Context: an optimization exercise on an open-source flow, tuned for a short achievable clock period and few clock cycles. The choices shown serve that exercise and are no tape-out recipe. In this exercise RTL edits were held to simulation tests only and were not proved equivalent to the original. No activity file was given, so power comes from the tool's default toggle rates.

==> flow/design.v <==
`timescale 1ns/100ps
`default_nettype none
package cache_geom_pkg;
    parameter int WORD_W = 32;
    parameter int PROC_ADDR_W = 30;
    parameter int WORDS_PER_LINE = 4;
    parameter int OFFSET_W = 2;
    parameter int LINE_W = WORD_W * WORDS_PER_LINE;
    parameter int MEM_ADDR_W = PROC_ADDR_W - OFFSET_W;
    typedef logic [WORD_W-1:0] word_t;
    typedef logic [LINE_W-1:0] line_t;
    typedef logic [PROC_ADDR_W-1:0] proc_addr_t;
    typedef logic [MEM_ADDR_W-1:0] mem_addr_t;
endpackage
`default_nettype wire
`timescale 1ns/100ps
`default_nettype none
package cache_ctrl_pkg;
    typedef logic way_t;
endpackage
`default_nettype wire
`timescale 1ns/100ps
`default_nettype none
module cache_tag_array #(
    parameter int SETS = 4
) (
    input logic clk,
    input logic proc_reset,
    input cache_geom_pkg::proc_addr_t proc_addr,
    output logic hit0,
    output logic hit1,
    output cache_ctrl_pkg::way_t victim_way,
    output logic [SETS-1:0] set_victim_way,
    output logic victim_dirty,
    output logic [cache_geom_pkg::MEM_ADDR_W-$clog2(SETS)-1:0] victim_tag,
    input logic touch,
    input cache_ctrl_pkg::way_t touch_way,
    input logic fill,
    input logic fill_dirty,
    input logic word_write
);
    localparam int IDX_W = $clog2(SETS);
    localparam int TAG_W = cache_geom_pkg::MEM_ADDR_W - IDX_W;
    logic [TAG_W-1:0] tags [SETS][2];
    logic [1:0] valid [SETS];
    logic [1:0] dirty [SETS];
    logic [SETS-1:0] lru;
    logic [IDX_W-1:0] req_index;
    logic [TAG_W-1:0] req_tag;
    logic [SETS-1:0] match0;
    logic [SETS-1:0] match1;
    cache_ctrl_pkg::way_t victim;
    assign req_index = proc_addr[cache_geom_pkg::OFFSET_W +: IDX_W];
    assign req_tag = proc_addr[cache_geom_pkg::PROC_ADDR_W-1 -: TAG_W];
    always_comb begin
        for (int s = 0; s < SETS; s++) begin
            match0[s] = valid[s][0] && (tags[s][0] == req_tag) && (req_index == IDX_W'(s));
            match1[s] = valid[s][1] && (tags[s][1] == req_tag) && (req_index == IDX_W'(s));
        end
    end
    assign hit0 = |match0;
    assign hit1 = |match1;
    logic [SETS-1:0] set_victim;
    logic [SETS-1:0] set_victim_dirty;
    logic [TAG_W-1:0] set_victim_tag [SETS];
    always_comb begin
        for (int s = 0; s < SETS; s++) begin
            if (!valid[s][0]) begin
                set_victim[s] = 1'b0;
            end else if (!valid[s][1]) begin
                set_victim[s] = 1'b1;
            end else begin
                set_victim[s] = lru[s];
            end
            set_victim_dirty[s] = valid[s][set_victim[s]] && dirty[s][set_victim[s]];
            set_victim_tag[s] = tags[s][set_victim[s]];
        end
    end
    assign set_victim_way = set_victim;
    assign victim = set_victim[req_index];
    assign victim_way = victim;
    assign victim_dirty = set_victim_dirty[req_index];
    assign victim_tag = set_victim_tag[req_index];
    always_ff @(posedge clk) begin
        if (proc_reset) begin
            for (int s = 0; s < SETS; s++) begin
                valid[s] <= 2'b00;
                dirty[s] <= 2'b00;
            end
            lru <= '0;
        end else begin
            if (touch) begin
                lru[req_index] <= ~touch_way;
                if (word_write) begin
                    dirty[req_index][touch_way] <= 1'b1;
                end
            end
            if (fill) begin
                valid[req_index][victim] <= 1'b1;
                dirty[req_index][victim] <= fill_dirty;
                lru[req_index] <= ~victim;
            end
        end
    end
    always_ff @(posedge clk) begin
        if (fill) begin
            tags[req_index][victim] <= req_tag;
        end
    end
endmodule
`default_nettype wire
`timescale 1ns/100ps
`default_nettype none
module cache_data_array #(
    parameter int SETS = 4
) (
    input logic clk,
    input cache_geom_pkg::proc_addr_t proc_addr,
    input cache_geom_pkg::word_t proc_wdata,
    input cache_geom_pkg::line_t mem_rdata,
    output cache_geom_pkg::word_t proc_rdata,
    output cache_geom_pkg::line_t mem_wdata,
    input logic hit0,
    input logic filling,
    input cache_ctrl_pkg::way_t victim_way,
    input logic [SETS-1:0] set_victim_way,
    input logic touch,
    input cache_ctrl_pkg::way_t touch_way,
    input logic word_write,
    input logic fill
);
    localparam int IDX_W = $clog2(SETS);
    localparam int WORD_W = cache_geom_pkg::WORD_W;
    cache_geom_pkg::line_t lines [SETS][2];
    logic [IDX_W-1:0] req_index;
    logic [cache_geom_pkg::OFFSET_W-1:0] req_offset;
    cache_geom_pkg::word_t word0;
    cache_geom_pkg::word_t word1;
    cache_geom_pkg::word_t mem_word;
    cache_geom_pkg::line_t fill_line;
    assign req_index = proc_addr[cache_geom_pkg::OFFSET_W +: IDX_W];
    assign req_offset = proc_addr[cache_geom_pkg::OFFSET_W-1:0];
    assign word0 = lines[req_index][0][req_offset * WORD_W +: WORD_W];
    assign word1 = lines[req_index][1][req_offset * WORD_W +: WORD_W];
    assign mem_word = mem_rdata[req_offset * WORD_W +: WORD_W];
    assign proc_rdata = hit0 ? word0 : (filling ? mem_word : word1);
    cache_geom_pkg::line_t victim_line [SETS];
    always_comb begin
        for (int s = 0; s < SETS; s++) begin
            victim_line[s] = lines[s][set_victim_way[s]];
        end
    end
    assign mem_wdata = victim_line[req_index];
    always_comb begin
        fill_line = mem_rdata;
        if (word_write) begin
            fill_line[req_offset * WORD_W +: WORD_W] = proc_wdata;
        end
    end
    always_ff @(posedge clk) begin
        if (fill) begin
            lines[req_index][victim_way] <= fill_line;
        end else if (touch && word_write) begin
            lines[req_index][touch_way][req_offset * WORD_W +: WORD_W] <= proc_wdata;
        end
    end
endmodule
`default_nettype wire
`timescale 1ns/100ps
`default_nettype none
module cache_ctrl #(
    parameter int SETS = 4
) (
    input logic clk,
    input logic proc_reset,
    input logic proc_read,
    input logic proc_write,
    input cache_geom_pkg::proc_addr_t proc_addr,
    output logic proc_stall,
    output logic mem_read,
    output logic mem_write,
    output cache_geom_pkg::mem_addr_t mem_addr,
    input logic mem_ready,
    input logic hit0,
    input logic hit1,
    input logic victim_dirty,
    input logic [cache_geom_pkg::MEM_ADDR_W-$clog2(SETS)-1:0] victim_tag,
    output logic touch,
    output cache_ctrl_pkg::way_t touch_way,
    output logic fill,
    output logic filling
);
    localparam int IDX_W = $clog2(SETS);
    logic st_wb;
    logic st_rd;
    logic idle;
    logic request;
    logic hit;
    logic miss;
    assign request = proc_read || proc_write;
    assign idle = !st_wb && !st_rd;
    assign hit = hit0 || hit1;
    assign miss = idle && request && !hit;
    assign touch = idle && request && hit;
    assign touch_way = !hit0;
    assign fill = st_rd && mem_ready;
    assign filling = st_rd;
    assign proc_stall = !(hit || (st_rd && mem_ready));
    assign mem_write = (miss && victim_dirty) || (st_wb && !mem_ready);
    assign mem_read = (miss && !victim_dirty) || st_rd;
    assign mem_addr = (!st_rd && victim_dirty) ?
                      {victim_tag, proc_addr[cache_geom_pkg::OFFSET_W +: IDX_W]} :
                      proc_addr[cache_geom_pkg::PROC_ADDR_W-1:cache_geom_pkg::OFFSET_W];
    always_ff @(posedge clk) begin
        if (proc_reset) begin
            st_wb <= 1'b0;
            st_rd <= 1'b0;
        end else begin
            if (miss) begin
                st_wb <= victim_dirty;
                st_rd <= !victim_dirty;
            end else if (st_wb && mem_ready) begin
                st_wb <= 1'b0;
                st_rd <= 1'b1;
            end else if (fill) begin
                st_rd <= 1'b0;
            end
        end
    end
endmodule
`default_nettype wire
`timescale 1ns/100ps
`default_nettype none
module cache_top #(
    parameter int SETS = 4
) (
    input logic clk,
    input logic proc_reset,
    input logic proc_read,
    input logic proc_write,
    input cache_geom_pkg::proc_addr_t proc_addr,
    input cache_geom_pkg::word_t proc_wdata,
    output logic proc_stall,
    output cache_geom_pkg::word_t proc_rdata,
    output logic mem_read,
    output logic mem_write,
    output cache_geom_pkg::mem_addr_t mem_addr,
    output cache_geom_pkg::line_t mem_wdata,
    input cache_geom_pkg::line_t mem_rdata,
    input logic mem_ready
);
    localparam int IDX_W = $clog2(SETS);
    localparam int TAG_W = cache_geom_pkg::MEM_ADDR_W - IDX_W;
    logic hit0;
    logic hit1;
    cache_ctrl_pkg::way_t victim_way;
    logic [SETS-1:0] set_victim_way;
    logic victim_dirty;
    logic [TAG_W-1:0] victim_tag;
    logic touch;
    cache_ctrl_pkg::way_t touch_way;
    logic fill;
    logic filling;
    cache_tag_array #(.SETS(SETS)) u_tag_array (
        .clk          (clk),
        .proc_reset   (proc_reset),
        .proc_addr    (proc_addr),
        .hit0         (hit0),
        .hit1         (hit1),
        .victim_way   (victim_way),
        .set_victim_way (set_victim_way),
        .victim_dirty (victim_dirty),
        .victim_tag   (victim_tag),
        .touch        (touch),
        .touch_way    (touch_way),
        .fill         (fill),
        .fill_dirty   (proc_write),
        .word_write   (proc_write)
    );
    cache_data_array #(.SETS(SETS)) u_data_array (
        .clk        (clk),
        .proc_addr  (proc_addr),
        .proc_wdata (proc_wdata),
        .mem_rdata  (mem_rdata),
        .proc_rdata (proc_rdata),
        .mem_wdata  (mem_wdata),
        .hit0       (hit0),
        .filling    (filling),
        .victim_way (victim_way),
        .set_victim_way (set_victim_way),
        .touch      (touch),
        .touch_way  (touch_way),
        .word_write (proc_write),
        .fill       (fill)
    );
    cache_ctrl #(.SETS(SETS)) u_ctrl (
        .clk          (clk),
        .proc_reset   (proc_reset),
        .proc_read    (proc_read),
        .proc_write   (proc_write),
        .proc_addr    (proc_addr),
        .proc_stall   (proc_stall),
        .mem_read     (mem_read),
        .mem_write    (mem_write),
        .mem_addr     (mem_addr),
        .mem_ready    (mem_ready),
        .hit0         (hit0),
        .hit1         (hit1),
        .victim_dirty (victim_dirty),
        .victim_tag   (victim_tag),
        .touch        (touch),
        .touch_way    (touch_way),
        .fill         (fill),
        .filling      (filling)
    );
endmodule
`default_nettype wire
Settings: LEC_CHECK=0, ABC_CLOCK_PERIOD_IN_PS=1500, CAP_MARGIN=20, CORE_MARGIN=2, CORE_UTILIZATION=55, SETUP_SLACK_MARGIN=3.0, SLEW_MARGIN=20; clock period 7.2 ns.
run.sh (not shown) runs the stock make flow with config.mk's settings and CLKGATE_MAP_FILE= SYNTH_SCRIPT=/design/flow/synth_recipe.tcl, a recipe that flattens the netlist after the stock synthesis.
Testbench counts at the start, summed over its fixed seeds: cycles 74,789.
Then changed:
--- a/flow/design.v
+++ b/flow/design.v
@@ -27,13 +27,12 @@
     input logic clk,
     input logic proc_reset,
     input cache_geom_pkg::proc_addr_t proc_addr,
     output logic hit0,
     output logic hit1,
     output cache_ctrl_pkg::way_t victim_way,
-    output logic [SETS-1:0] set_victim_way,
     output logic victim_dirty,
     output logic [cache_geom_pkg::MEM_ADDR_W-$clog2(SETS)-1:0] victim_tag,
     input logic touch,
     input cache_ctrl_pkg::way_t touch_way,
     input logic fill,
     input logic fill_dirty,
@@ -57,33 +56,24 @@
             match0[s] = valid[s][0] && (tags[s][0] == req_tag) && (req_index == IDX_W'(s));
             match1[s] = valid[s][1] && (tags[s][1] == req_tag) && (req_index == IDX_W'(s));
         end
     end
     assign hit0 = |match0;
     assign hit1 = |match1;
-    logic [SETS-1:0] set_victim;
-    logic [SETS-1:0] set_victim_dirty;
-    logic [TAG_W-1:0] set_victim_tag [SETS];
     always_comb begin
-        for (int s = 0; s < SETS; s++) begin
-            if (!valid[s][0]) begin
-                set_victim[s] = 1'b0;
-            end else if (!valid[s][1]) begin
-                set_victim[s] = 1'b1;
-            end else begin
-                set_victim[s] = lru[s];
-            end
-            set_victim_dirty[s] = valid[s][set_victim[s]] && dirty[s][set_victim[s]];
-            set_victim_tag[s] = tags[s][set_victim[s]];
+        if (!valid[req_index][0]) begin
+            victim = 1'b0;
+        end else if (!valid[req_index][1]) begin
+            victim = 1'b1;
+        end else begin
+            victim = lru[req_index];
         end
     end
-    assign set_victim_way = set_victim;
-    assign victim = set_victim[req_index];
     assign victim_way = victim;
-    assign victim_dirty = set_victim_dirty[req_index];
-    assign victim_tag = set_victim_tag[req_index];
+    assign victim_dirty = valid[req_index][victim] && dirty[req_index][victim];
+    assign victim_tag = tags[req_index][victim];
     always_ff @(posedge clk) begin
         if (proc_reset) begin
             for (int s = 0; s < SETS; s++) begin
                 valid[s] <= 2'b00;
                 dirty[s] <= 2'b00;
             end
@@ -120,13 +110,12 @@
     input cache_geom_pkg::line_t mem_rdata,
     output cache_geom_pkg::word_t proc_rdata,
     output cache_geom_pkg::line_t mem_wdata,
     input logic hit0,
     input logic filling,
     input cache_ctrl_pkg::way_t victim_way,
-    input logic [SETS-1:0] set_victim_way,
     input logic touch,
     input cache_ctrl_pkg::way_t touch_way,
     input logic word_write,
     input logic fill
 );
     localparam int IDX_W = $clog2(SETS);
@@ -140,20 +129,14 @@
     cache_geom_pkg::line_t fill_line;
     assign req_index = proc_addr[cache_geom_pkg::OFFSET_W +: IDX_W];
     assign req_offset = proc_addr[cache_geom_pkg::OFFSET_W-1:0];
     assign word0 = lines[req_index][0][req_offset * WORD_W +: WORD_W];
     assign word1 = lines[req_index][1][req_offset * WORD_W +: WORD_W];
     assign mem_word = mem_rdata[req_offset * WORD_W +: WORD_W];
-    assign proc_rdata = hit0 ? word0 : (filling ? mem_word : word1);
-    cache_geom_pkg::line_t victim_line [SETS];
-    always_comb begin
-        for (int s = 0; s < SETS; s++) begin
-            victim_line[s] = lines[s][set_victim_way[s]];
-        end
-    end
-    assign mem_wdata = victim_line[req_index];
+    assign proc_rdata = filling ? mem_word : (hit0 ? word0 : word1);
+    assign mem_wdata = lines[req_index][victim_way];
     always_comb begin
         fill_line = mem_rdata;
         if (word_write) begin
             fill_line[req_offset * WORD_W +: WORD_W] = proc_wdata;
         end
     end
@@ -202,13 +185,13 @@
     assign hit = hit0 || hit1;
     assign miss = idle && request && !hit;
     assign touch = idle && request && hit;
     assign touch_way = !hit0;
     assign fill = st_rd && mem_ready;
     assign filling = st_rd;
-    assign proc_stall = !(hit || (st_rd && mem_ready));
+    assign proc_stall = st_rd ? !mem_ready : (st_wb || !hit);
     assign mem_write = (miss && victim_dirty) || (st_wb && !mem_ready);
     assign mem_read = (miss && !victim_dirty) || st_rd;
     assign mem_addr = (!st_rd && victim_dirty) ?
                       {victim_tag, proc_addr[cache_geom_pkg::OFFSET_W +: IDX_W]} :
                       proc_addr[cache_geom_pkg::PROC_ADDR_W-1:cache_geom_pkg::OFFSET_W];
     always_ff @(posedge clk) begin
@@ -251,13 +234,12 @@
 );
     localparam int IDX_W = $clog2(SETS);
     localparam int TAG_W = cache_geom_pkg::MEM_ADDR_W - IDX_W;
     logic hit0;
     logic hit1;
     cache_ctrl_pkg::way_t victim_way;
-    logic [SETS-1:0] set_victim_way;
     logic victim_dirty;
     logic [TAG_W-1:0] victim_tag;
     logic touch;
     cache_ctrl_pkg::way_t touch_way;
     logic fill;
     logic filling;
@@ -265,13 +247,12 @@
         .clk          (clk),
         .proc_reset   (proc_reset),
         .proc_addr    (proc_addr),
         .hit0         (hit0),
         .hit1         (hit1),
         .victim_way   (victim_way),
-        .set_victim_way (set_victim_way),
         .victim_dirty (victim_dirty),
         .victim_tag   (victim_tag),
         .touch        (touch),
         .touch_way    (touch_way),
         .fill         (fill),
         .fill_dirty   (proc_write),
@@ -284,13 +265,12 @@
         .mem_rdata  (mem_rdata),
         .proc_rdata (proc_rdata),
         .mem_wdata  (mem_wdata),
         .hit0       (hit0),
         .filling    (filling),
         .victim_way (victim_way),
-        .set_victim_way (set_victim_way),
         .touch      (touch),
         .touch_way  (touch_way),
         .word_write (proc_write),
         .fill       (fill)
     );
     cache_ctrl #(.SETS(SETS)) u_ctrl (
The new run completed without violations. Area after synthesis is lower slightly. Total power is lower by a few percent. Core utilization is lower by 5.5 points. Clock skew shrinks by 0.0045 ns. Synthesized cell count decreases by about a fifth. Cell area shrinks by a little under a tenth. Count of clock-buffer cells in the layout rises by 9. Critical path depth went up by 6. Worst setup slack gets worse by 0.49 ns. Wire length is lower by a quarter to a third. Non-clock buffer count goes down by 290. Clock power drops slightly.
Testbench counts after the change, summed over its fixed seeds: cycles 74,789.

static timing again, ports no longer ideal:
How much do the figures lean on ideal ports? The routed layouts below were timed once more, with nothing changed but the port constraints. Step 1, drivers: a clkbuf_16 drives clk and a buf_2 each remaining input, both assumed. Step 2 times the ports against the registers' clock, not the clock port: input delays grow and output delays shrink by t, the midpoint of the rising clock arrivals with the driver on. a / b / c = ideal ports / drivers / drivers and shift; a / b = the first two.
run	t (ns)	setup slack, ns	worst setup path after step 2	latest minus earliest clock arrival (ns)
the first run	0.868	1.848 / 1.517 / 1.517	input to output	0.028 / 0.028
the second run	0.839	1.358 / 1.178 / 1.178	input to output	0.030 / 0.030
After both steps every run listed still meets setup and hold. For the first run, which loses most, drivers alone change the setup slack by -0.331 ns; drivers and shift together by -0.331 ns.
